What follows belongs to an exercise in optimizing a design on an open flow for small area and a short achievable clock period; a production flow would make more cautious choices.
At most, simulation tests tie the RTL to the original design; equivalence was not proved.
No driver is modelled on the clock port, so clock power and skew are understated where the tree is cut down; a real chip needs a root buffer or a tree.
No activity file was given, so power comes from the tool's default toggle rates.

run 1:
==> flow/design.v <==
package spu_pkg;
    typedef enum logic [2:0] {
        FMT_RR  = 3'd0,
        FMT_RI7 = 3'd2
    } fmt_e;
    localparam logic [1:0] SH_SHL_OP   = 2'b11;
    localparam logic [1:0] SH_ROT_OP   = 2'b00;
    localparam logic [1:0] SH_ROTM_OP  = 2'b01;
    localparam logic [1:0] SH_ROTMA_OP = 2'b10;
endpackage
module sf2_shifter #(
    parameter int LO = 0,
    parameter int HI = 3
) (
    input  logic [15:0] x,
    input  logic [3:0]  amt,
    output logic [15:0] y
);
    logic [15:0] lv [LO:HI+1];
    assign lv[LO] = x;
    for (genvar l = LO; l <= HI; l++) begin : g_l
        assign lv[l+1] = amt[l] ? {lv[l][15-(1<<l):0], lv[l][15:16-(1<<l)]} : lv[l];
    end
    assign y = lv[HI+1];
endmodule
module sf2_rot2 #(
    parameter int LO = 0,
    parameter int HI = 3
) (
    input  logic [15:0] x,
    input  logic [3:0]  amt,
    input  logic [3:0]  amtn,
    output logic [15:0] y
);
    logic [15:0] lv [LO:HI+1];
    assign lv[LO] = x;
    for (genvar l = LO; l <= HI; l++) begin : g_l
        assign lv[l+1] = ({16{amt[l]}} & {lv[l][15-(1<<l):0], lv[l][15:16-(1<<l)]})
                       | ({16{amtn[l]}} & lv[l]);
    end
    assign y = lv[HI+1];
endmodule
module simple_fixed_2
(
    input  logic         clk,
    input  logic         reset,
    input  logic [0:10]  op,
    input  logic [2:0]   format,
    input  logic [6:0]   rt_addr,
    input  logic [0:127] ra,
    input  logic [0:127] rb,
    input  logic [0:17]  imm,
    input  logic         reg_write,
    output logic [0:127] rt_wb,
    output logic [6:0]   rt_addr_wb,
    output logic         reg_write_wb
);
    localparam int S0 = 1;   
    logic ok0, ri_fmt, ri0, wide0;
    assign ri_fmt = op[5] ? (format == spu_pkg::FMT_RI7) : (format == spu_pkg::FMT_RR);
    assign ok0   = (op[0:4] == 5'b00001) && op[6] && op[7] && ri_fmt;
    assign ri0   = op[5];
    assign wide0 = !op[8];
    logic [4:0]  s_cl [4];
    logic [4:0]  s_cu [4];
    logic [15:0] s_hu [4];
    logic [15:0] s_hl [4];
    logic [1:0]  s_sg [4];
    for (genvar j = 0; j < 4; j++) begin : g_s
        logic [31:0] x, b;
        assign x = ra[32*j +: 32];
        assign b = rb[32*j +: 32];
        assign s_cl[j] = ri0 ? imm[13:17] : b[4:0];
        assign s_cu[j] = ri0 ? (wide0 ? {imm[12], imm[14:17]} : imm[13:17])
                             : (wide0 ? {b[5], b[3:0]} : b[20:16]);
        assign s_sg[j] = {x[31], wide0 ? x[31] : x[15]};
        sf2_shifter #(.LO(0), .HI(S0-1)) u_u (.x(x[31:16]), .amt(s_cu[j][3:0]), .y(s_hu[j]));
        sf2_shifter #(.LO(0), .HI(S0-1)) u_l (.x(x[15:0]),  .amt(s_cl[j][3:0]), .y(s_hl[j]));
    end
    logic         r1_ok, r1_we;
    logic [6:0]   r1_addr;
    logic         r1_wide;
    logic [1:0]   r1_kind;
    logic [15:0]  r1_hu [4];
    logic [15:0]  r1_hl [4];
    logic [4:0]   r1_cl [4];
    logic [4:0]   r1_cu [4];
    logic [1:0]   r1_sg [4];
    logic [3:0]   r1_cun [4];   
    logic [3:0]   r1_cln [4];
    always_ff @(posedge clk or negedge reset) begin
        if (!reset) begin
            r1_ok   <= 1'b0;
            r1_we   <= 1'b0;
            r1_addr <= '0;
        end else begin
            r1_ok   <= ok0;
            r1_we   <= reg_write;
            r1_addr <= rt_addr;
        end
    end
    always_ff @(posedge clk) begin
        r1_wide <= wide0;
        r1_kind <= op[9:10];
        for (int j = 0; j < 4; j++) begin
            r1_hu[j] <= s_hu[j];
            r1_hl[j] <= s_hl[j];
            r1_cl[j] <= s_cl[j];
            r1_cu[j] <= s_cu[j];
            r1_sg[j] <= s_sg[j];
            r1_cun[j] <= ~s_cu[j][3:0];
            r1_cln[j] <= ~s_cl[j][3:0];
        end
    end
    logic [0:127] a_rt;
    logic         shl, rot, arith;
    assign shl   = r1_kind == spu_pkg::SH_SHL_OP;
    assign rot   = r1_kind == spu_pkg::SH_ROT_OP;
    assign arith = r1_kind == spu_pkg::SH_ROTMA_OP;
    function automatic logic [15:0] therm(input logic [3:0] c);
        logic [15:0] t;
        t = 16'hFFFF;
        for (int l = 0; l < 4; l++)
            for (int k = 0; k < 16; k++)
                if (((k >> l) & 1) == 1)
                    t[k] = t[k] | !c[l];
                else
                    t[k] = t[k] & !c[l];
        therm = t;
    endfunction
    for (genvar j = 0; j < 4; j++) begin : g_a
        logic [15:0] hu, hl, ou, ol, gu, gl, t;
        logic [4:0]  cu, cl;
        logic        c5, zu, zl, zw, fu, fl;
        logic        au, bu, ccu, al, bl, ccl;
        sf2_rot2 #(.LO(S0), .HI(3)) u_u (.x(r1_hu[j]), .amt(r1_cu[j][3:0]), .amtn(r1_cun[j]), .y(hu));
        sf2_rot2 #(.LO(S0), .HI(3)) u_l (.x(r1_hl[j]), .amt(r1_cl[j][3:0]), .amtn(r1_cln[j]), .y(hl));
        assign cu = r1_cu[j];
        assign cl = r1_cl[j];
        assign c5 = r1_cu[j][4];   
        assign zu = cu == 5'd0;
        assign zl = cl == 5'd0;
        assign zw = zl && !c5;
        assign fu = arith && r1_sg[j][1];
        assign fl = arith && r1_sg[j][0];
        always_comb begin
            if (rot) begin
                au = 1'b1; bu = 1'b0; ccu = 1'b0;
                al = 1'b1; bl = 1'b0; ccl = 1'b0;
            end else if (r1_wide) begin
                au  = shl ? !c5 && !cl[4] : zw;
                bu  = shl && !c5 && cl[4];
                ccu = !shl && c5 && cl[4];
                al  = shl ? 1'b0 : zw || (c5 && cl[4]);
                bl  = shl && !c5 && !cl[4];
                ccl = !shl && c5;
            end else begin
                au  = !shl && zu;
                bu  = shl && !cu[4];
                ccu = !shl && cu[4];
                al  = !shl && zl;
                bl  = shl && !cl[4];
                ccl = !shl && cl[4];
            end
        end
        assign gu = therm(cu[3:0]);
        assign gl = therm(cl[3:0]);
        assign t  = r1_wide ? gl ^ {16{cl[4]}} : 16'hFFFF;
        for (genvar k = 0; k < 16; k++) begin : g_k
            logic ku, kl;
            assign ku = au || (gu[k] ? bu : ccu);
            assign kl = al || (gl[k] ? bl : ccl);
            assign ou[k] = ku ? (t[k] ? hu[k] : hl[k]) : fu;
            assign ol[k] = kl ? (t[k] ? hl[k] : hu[k]) : fl;
        end
        assign a_rt[32*j +: 32] = {ou, ol};
    end
    logic [0:127] r2_rtn, r3_rt;
    logic [6:0]   r2_addr, r3_addr;
    logic         r2_kill, r2_we, r3_we;
    always_ff @(posedge clk)
        r2_rtn <= ~a_rt;
    always_ff @(posedge clk or negedge reset) begin
        if (!reset) begin
            r2_kill <= 1'b1;
            r2_addr <= '0;
            r2_we   <= 1'b0;
            r3_rt   <= '0;
            r3_addr <= '0;
            r3_we   <= 1'b0;
        end else begin
            r2_kill <= !r1_ok;
            r2_addr <= r1_addr;
            r2_we   <= r1_ok & r1_we;
            r3_rt   <= ~(r2_rtn | {128{r2_kill}});
            r3_addr <= r2_addr;
            r3_we   <= r2_we;
        end
    end
    assign rt_wb        = r3_rt;
    assign rt_addr_wb   = r3_addr;
    assign reg_write_wb = r3_we;
endmodule
Settings: LEC_CHECK=0, CAP_MARGIN=20, CORE_MARGIN=2, CORE_UTILIZATION=60, SETUP_SLACK_MARGIN=3.85, SLEW_MARGIN=20; clock period 6.0 ns.
standard.sh (not shown) runs the stock make flow with config.mk's settings and CLKGATE_MAP_FILE= SYNTH_SCRIPT=/design/flow/synth_recipe.tcl, a recipe that flattens the netlist after the stock synthesis.
==> flow/flow/run.sh <==
#!/bin/bash
# Standard ORFS layout with plain buf_1 port buffers and a two-level clock
# tree built by flow/mycts.tcl in place of the flow's clock tree synthesis.
set -euo pipefail
bash standard.sh "BUFFER_PORTS_ARGS=-buffer_cell sky130_fd_sc_hd__buf_1" "PRE_CTS_TCL=$PWD/flow/mycts.tcl" finish > standard.log 2>&1
Other scripts of this flow, unchanged in this note and not shown: flow/flow/mycts.tcl
Run 1 went all the way through the flow, and no timing, DRC or antenna check failed.
### run 1 -> run 2
diff --git a/flow/design.v b/flow/design.v
--- a/flow/design.v
+++ b/flow/design.v
@@ -83,12 +83,13 @@
     logic [1:0]   r1_kind;
     logic [15:0]  r1_hu [4];
     logic [15:0]  r1_hl [4];
     logic [4:0]   r1_cl [4];
     logic [4:0]   r1_cu [4];
     logic [1:0]   r1_sg [4];
+    logic [1:0]   r1_z [4];     
     logic [3:0]   r1_cun [4];   
     logic [3:0]   r1_cln [4];
     always_ff @(posedge clk or negedge reset) begin
         if (!reset) begin
             r1_ok   <= 1'b0;
             r1_we   <= 1'b0;
@@ -105,12 +106,13 @@
         for (int j = 0; j < 4; j++) begin
             r1_hu[j] <= s_hu[j];
             r1_hl[j] <= s_hl[j];
             r1_cl[j] <= s_cl[j];
             r1_cu[j] <= s_cu[j];
             r1_sg[j] <= s_sg[j];
+            r1_z[j]  <= {s_cu[j] == 5'd0, s_cl[j] == 5'd0};
             r1_cun[j] <= ~s_cu[j][3:0];
             r1_cln[j] <= ~s_cl[j][3:0];
         end
     end
     logic [0:127] a_rt;
     logic         shl, rot, arith;
@@ -135,14 +137,14 @@
         logic        au, bu, ccu, al, bl, ccl;
         sf2_rot2 #(.LO(S0), .HI(3)) u_u (.x(r1_hu[j]), .amt(r1_cu[j][3:0]), .amtn(r1_cun[j]), .y(hu));
         sf2_rot2 #(.LO(S0), .HI(3)) u_l (.x(r1_hl[j]), .amt(r1_cl[j][3:0]), .amtn(r1_cln[j]), .y(hl));
         assign cu = r1_cu[j];
         assign cl = r1_cl[j];
         assign c5 = r1_cu[j][4];   
-        assign zu = cu == 5'd0;
-        assign zl = cl == 5'd0;
+        assign zu = r1_z[j][1];
+        assign zl = r1_z[j][0];
         assign zw = zl && !c5;
         assign fu = arith && r1_sg[j][1];
         assign fl = arith && r1_sg[j][0];
         always_comb begin
             if (rot) begin
                 au = 1'b1; bu = 1'b0; ccu = 1'b0;
Results
- Run 2 ended with more post-placement setup slack than run 1.
- Wire length was higher in run 2 than in run 1.
- Re diode insertion count for antenna repair: run 2 is 2 up on run 1.
- Compared run 2 against run 1; XOR/XNOR share of the synthesized area within noise.
- Sort run 1 and run 2 by post-detailed-route via-to-cell ratio, ascending, and run 1 comes first.
- NOTE final standard cell area without fillers run 1->run 2 increased slightly
- Comparing run 1 and run 2, the higher worst setup slack is on run 1.
- Status: share of power burned in the clock network parity (run 1, run 2)
Function not checked in run 2: the RTL went through the layout flow alone. In every run of this note, the design's own scripts or RTL, not TritonCTS, make the clock network.

== xenon ==
// simple_fixed_2: RTL as listed in full above, without the edits since
==> flow/config.mk <==
export PLATFORM = sky130hd
export DESIGN_NAME = simple_fixed_2
export DESIGN_NICKNAME = simple_fixed_2
export VERILOG_FILES = /design/flow/design.v
export SDC_FILE = /design/flow/constraint.sdc
export NUM_CORES = 4
export LEC_CHECK = 0
export CAP_MARGIN = 20
export CORE_MARGIN = 2
export CORE_UTILIZATION = 60
export SETUP_SLACK_MARGIN = 3.8
export SLEW_MARGIN = 20
==> flow/constraint.sdc <==
create_clock -name core_clock -period 6.0 [get_ports {clk}]
set_input_delay 1.2000 -clock core_clock [delete_from_list [all_inputs] [get_ports {clk}]]
set_output_delay 1.2000 -clock core_clock [all_outputs]
set_load 0.01 [all_outputs]
==> flow/flow/mycts.tcl <==
# Two-level clock tree. The flip-flops are split by position into 2 x 2
# quadrants of equal count, and each quadrant into cols x rows groups of
# equal count. The clock port drives one clkbuf_16 per quadrant, at the
# middle of its flip-flops; each of these drives one clkbuf_16 per group,
# at the middle of the group's flip-flops, which drives the group's clock pins.
proc my_split {items idx parts} {
  set s [lsort -integer -index $idx $items]
  set n [llength $s]
  set out {}
  for {set i 0} {$i < $parts} {incr i} {
    lappend out [lrange $s [expr {$i * $n / $parts}] [expr {($i + 1) * $n / $parts - 1}]]
  }
  return $out
}

proc my_middle {items} {
  set sx 0; set sy 0
  foreach s $items { incr sx [lindex $s 1]; incr sy [lindex $s 2] }
  set n [llength $items]
  return [list [expr {$sx / $n}] [expr {$sy / $n}]]
}

proc my_buffer {name xy innet} {
  set block [ord::get_db_block]
  set b [odb::dbInst_create $block [[ord::get_db] findMaster sky130_fd_sc_hd__clkbuf_16] $name]
  $b setLocation [lindex $xy 0] [lindex $xy 1]
  $b setPlacementStatus PLACED
  set net [odb::dbNet_create $block net_$name]
  $net setSigType CLOCK
  [$b findITerm A] connect $innet
  [$b findITerm X] connect $net
  return $net
}

proc my_two_level_cts {cols rows} {
  set block [ord::get_db_block]
  set clk [$block findNet clk]
  set sinks {}
  foreach it [$clk getITerms] {
    set b [[$it getInst] getBBox]
    lappend sinks [list $it [expr {([$b xMin] + [$b xMax]) / 2}] [expr {([$b yMin] + [$b yMax]) / 2}]]
  }
  foreach s $sinks { [lindex $s 0] disconnect }
  puts "mycts: [llength $sinks] sinks, 4 quadrants of $cols x $rows groups"
  set q 0
  foreach half [my_split $sinks 1 2] {
    foreach quad [my_split $half 2 2] {
      set qnet [my_buffer clkbuf_q$q [my_middle $quad] $clk]
      set g 0
      foreach col [my_split $quad 1 $cols] {
        foreach grp [my_split $col 2 $rows] {
          set lnet [my_buffer clkbuf_q${q}_$g [my_middle $grp] $qnet]
          foreach s $grp { [lindex $s 0] connect $lnet }
          incr g
        }
      }
      incr q
    }
  }
}

my_two_level_cts 2 3
# the tree is built; make the flow's own clock tree step a no-op
rename clock_tree_synthesis orfs_clock_tree_synthesis
proc clock_tree_synthesis {args} { puts "clock tree built by flow/mycts.tcl" }
Scripts as last shown in full above: flow/flow/run.sh
Edits applied to the flow inputs when going from xenon to violet:
--- a/flow/design.v
+++ b/flow/design.v
@@ -53,39 +53,38 @@
     input  logic         reg_write,
     output logic [0:127] rt_wb,
     output logic [6:0]   rt_addr_wb,
     output logic         reg_write_wb
 );
-    localparam int S0 = 1;   
+    localparam int S0 = 0;   
     logic ok0, ri_fmt, ri0, wide0;
     assign ri_fmt = op[5] ? (format == spu_pkg::FMT_RI7) : (format == spu_pkg::FMT_RR);
     assign ok0   = (op[0:4] == 5'b00001) && op[6] && op[7] && ri_fmt;
     assign ri0   = op[5];
     assign wide0 = !op[8];
-    logic [4:0]  s_cl [4];
+    logic [5:0]  s_cl [4];
     logic [4:0]  s_cu [4];
     logic [15:0] s_hu [4];
     logic [15:0] s_hl [4];
     logic [1:0]  s_sg [4];
     for (genvar j = 0; j < 4; j++) begin : g_s
         logic [31:0] x, b;
         assign x = ra[32*j +: 32];
         assign b = rb[32*j +: 32];
-        assign s_cl[j] = ri0 ? imm[13:17] : b[4:0];
-        assign s_cu[j] = ri0 ? (wide0 ? {imm[12], imm[14:17]} : imm[13:17])
-                             : (wide0 ? {b[5], b[3:0]} : b[20:16]);
+        assign s_cl[j] = ri0 ? imm[12:17] : b[5:0];
+        assign s_cu[j] = ri0 ? imm[13:17] : (wide0 ? b[4:0] : b[20:16]);
         assign s_sg[j] = {x[31], wide0 ? x[31] : x[15]};
-        sf2_shifter #(.LO(0), .HI(S0-1)) u_u (.x(x[31:16]), .amt(s_cu[j][3:0]), .y(s_hu[j]));
-        sf2_shifter #(.LO(0), .HI(S0-1)) u_l (.x(x[15:0]),  .amt(s_cl[j][3:0]), .y(s_hl[j]));
+        assign s_hu[j] = x[31:16];
+        assign s_hl[j] = x[15:0];
     end
     logic         r1_ok, r1_we;
     logic [6:0]   r1_addr;
     logic         r1_wide;
     logic [1:0]   r1_kind;
     logic [15:0]  r1_hu [4];
     logic [15:0]  r1_hl [4];
-    logic [4:0]   r1_cl [4];
+    logic [5:0]   r1_cl [4];
     logic [4:0]   r1_cu [4];
     logic [1:0]   r1_sg [4];
     logic [3:0]   r1_cun [4];   
     logic [3:0]   r1_cln [4];
     always_ff @(posedge clk or negedge reset) begin
@@ -134,17 +133,17 @@
         logic        c5, zu, zl, zw, fu, fl;
         logic        au, bu, ccu, al, bl, ccl;
         sf2_rot2 #(.LO(S0), .HI(3)) u_u (.x(r1_hu[j]), .amt(r1_cu[j][3:0]), .amtn(r1_cun[j]), .y(hu));
         sf2_rot2 #(.LO(S0), .HI(3)) u_l (.x(r1_hl[j]), .amt(r1_cl[j][3:0]), .amtn(r1_cln[j]), .y(hl));
         assign cu = r1_cu[j];
-        assign cl = r1_cl[j];
-        assign c5 = r1_cu[j][4];   
+        assign cl = r1_cl[j][4:0];
+        assign c5 = r1_cl[j][5];
         assign zu = cu == 5'd0;
         assign zl = cl == 5'd0;
         assign zw = zl && !c5;
-        assign fu = arith && r1_sg[j][1];
-        assign fl = arith && r1_sg[j][0];
+        assign fu = r1_ok && arith && r1_sg[j][1];
+        assign fl = r1_ok && arith && r1_sg[j][0];
         always_comb begin
             if (rot) begin
                 au = 1'b1; bu = 1'b0; ccu = 1'b0;
                 al = 1'b1; bl = 1'b0; ccl = 1'b0;
             end else if (r1_wide) begin
@@ -160,10 +159,12 @@
                 ccu = !shl && cu[4];
                 al  = !shl && zl;
                 bl  = shl && !cl[4];
                 ccl = !shl && cl[4];
             end
+            au = au && r1_ok; bu = bu && r1_ok; ccu = ccu && r1_ok;
+            al = al && r1_ok; bl = bl && r1_ok; ccl = ccl && r1_ok;
         end
         assign gu = therm(cu[3:0]);
         assign gl = therm(cl[3:0]);
         assign t  = r1_wide ? gl ^ {16{cl[4]}} : 16'hFFFF;
         for (genvar k = 0; k < 16; k++) begin : g_k
@@ -173,28 +174,26 @@
             assign ou[k] = ku ? (t[k] ? hu[k] : hl[k]) : fu;
             assign ol[k] = kl ? (t[k] ? hl[k] : hu[k]) : fl;
         end
         assign a_rt[32*j +: 32] = {ou, ol};
     end
-    logic [0:127] r2_rtn, r3_rt;
+    logic [0:127] r2_rt, r3_rt;
     logic [6:0]   r2_addr, r3_addr;
-    logic         r2_kill, r2_we, r3_we;
-    always_ff @(posedge clk)
-        r2_rtn <= ~a_rt;
+    logic         r2_we, r3_we;
     always_ff @(posedge clk or negedge reset) begin
         if (!reset) begin
-            r2_kill <= 1'b1;
+            r2_rt   <= '0;
             r2_addr <= '0;
             r2_we   <= 1'b0;
             r3_rt   <= '0;
             r3_addr <= '0;
             r3_we   <= 1'b0;
         end else begin
-            r2_kill <= !r1_ok;
+            r2_rt   <= a_rt;
             r2_addr <= r1_addr;
             r2_we   <= r1_ok & r1_we;
-            r3_rt   <= ~(r2_rtn | {128{r2_kill}});
+            r3_rt   <= r2_rt;
             r3_addr <= r2_addr;
             r3_we   <= r2_we;
         end
     end
     assign rt_wb        = r3_rt;
--- outcome ---
- In violet, the total of flip-flops plus latches after synthesis came out about 1.4% above the value in xenon.
- violet reports a lower instance count of the mapped netlist than xenon does.
- Relative to xenon, setup slack after layout decreased by 0.12 ns in violet.
- violet vs xenon: via count of the first global-routing pass down by a few percent
- Going from xenon to violet, the area of the die was found to have gone up by 2.5%.
The RTL of violet was laid out without a check of its function. No run of this note takes its clock network from TritonCTS; it comes from the design's own scripts or RTL.

[what the ideal ports hide]
The results above use ideal ports. As a check the final layouts listed here were re-extracted and re-timed, cells and wires unchanged. Step 1 sets driving cells, clkbuf_16 on the clock port and buf_2 on the other inputs (assumed; they add their load-dependent delay and slew). Step 2 times the ports against the registers' clock, not the clock port: input delays grow and output delays shrink by t, the midpoint of the rising clock arrivals with the driver on. a / b / c = no drivers / after step 1 / after step 2; a / b = the first two.
run	shift t [ns]	setup slack, ns	worst setup path after step 2
run 1	0.468	3.838 / 3.719 / 3.403	input to register
run 2	0.467	3.810 / 3.739 / 3.425	input to register
xenon	0.474	3.793 / 3.705 / 3.372	input to register
violet	0.482	3.674 / 3.674 / 3.674	register to register
After both steps every run listed still meets setup and hold. For run 1, which loses most, drivers alone change the setup slack by -0.119 ns; drivers and shift together by -0.435 ns.
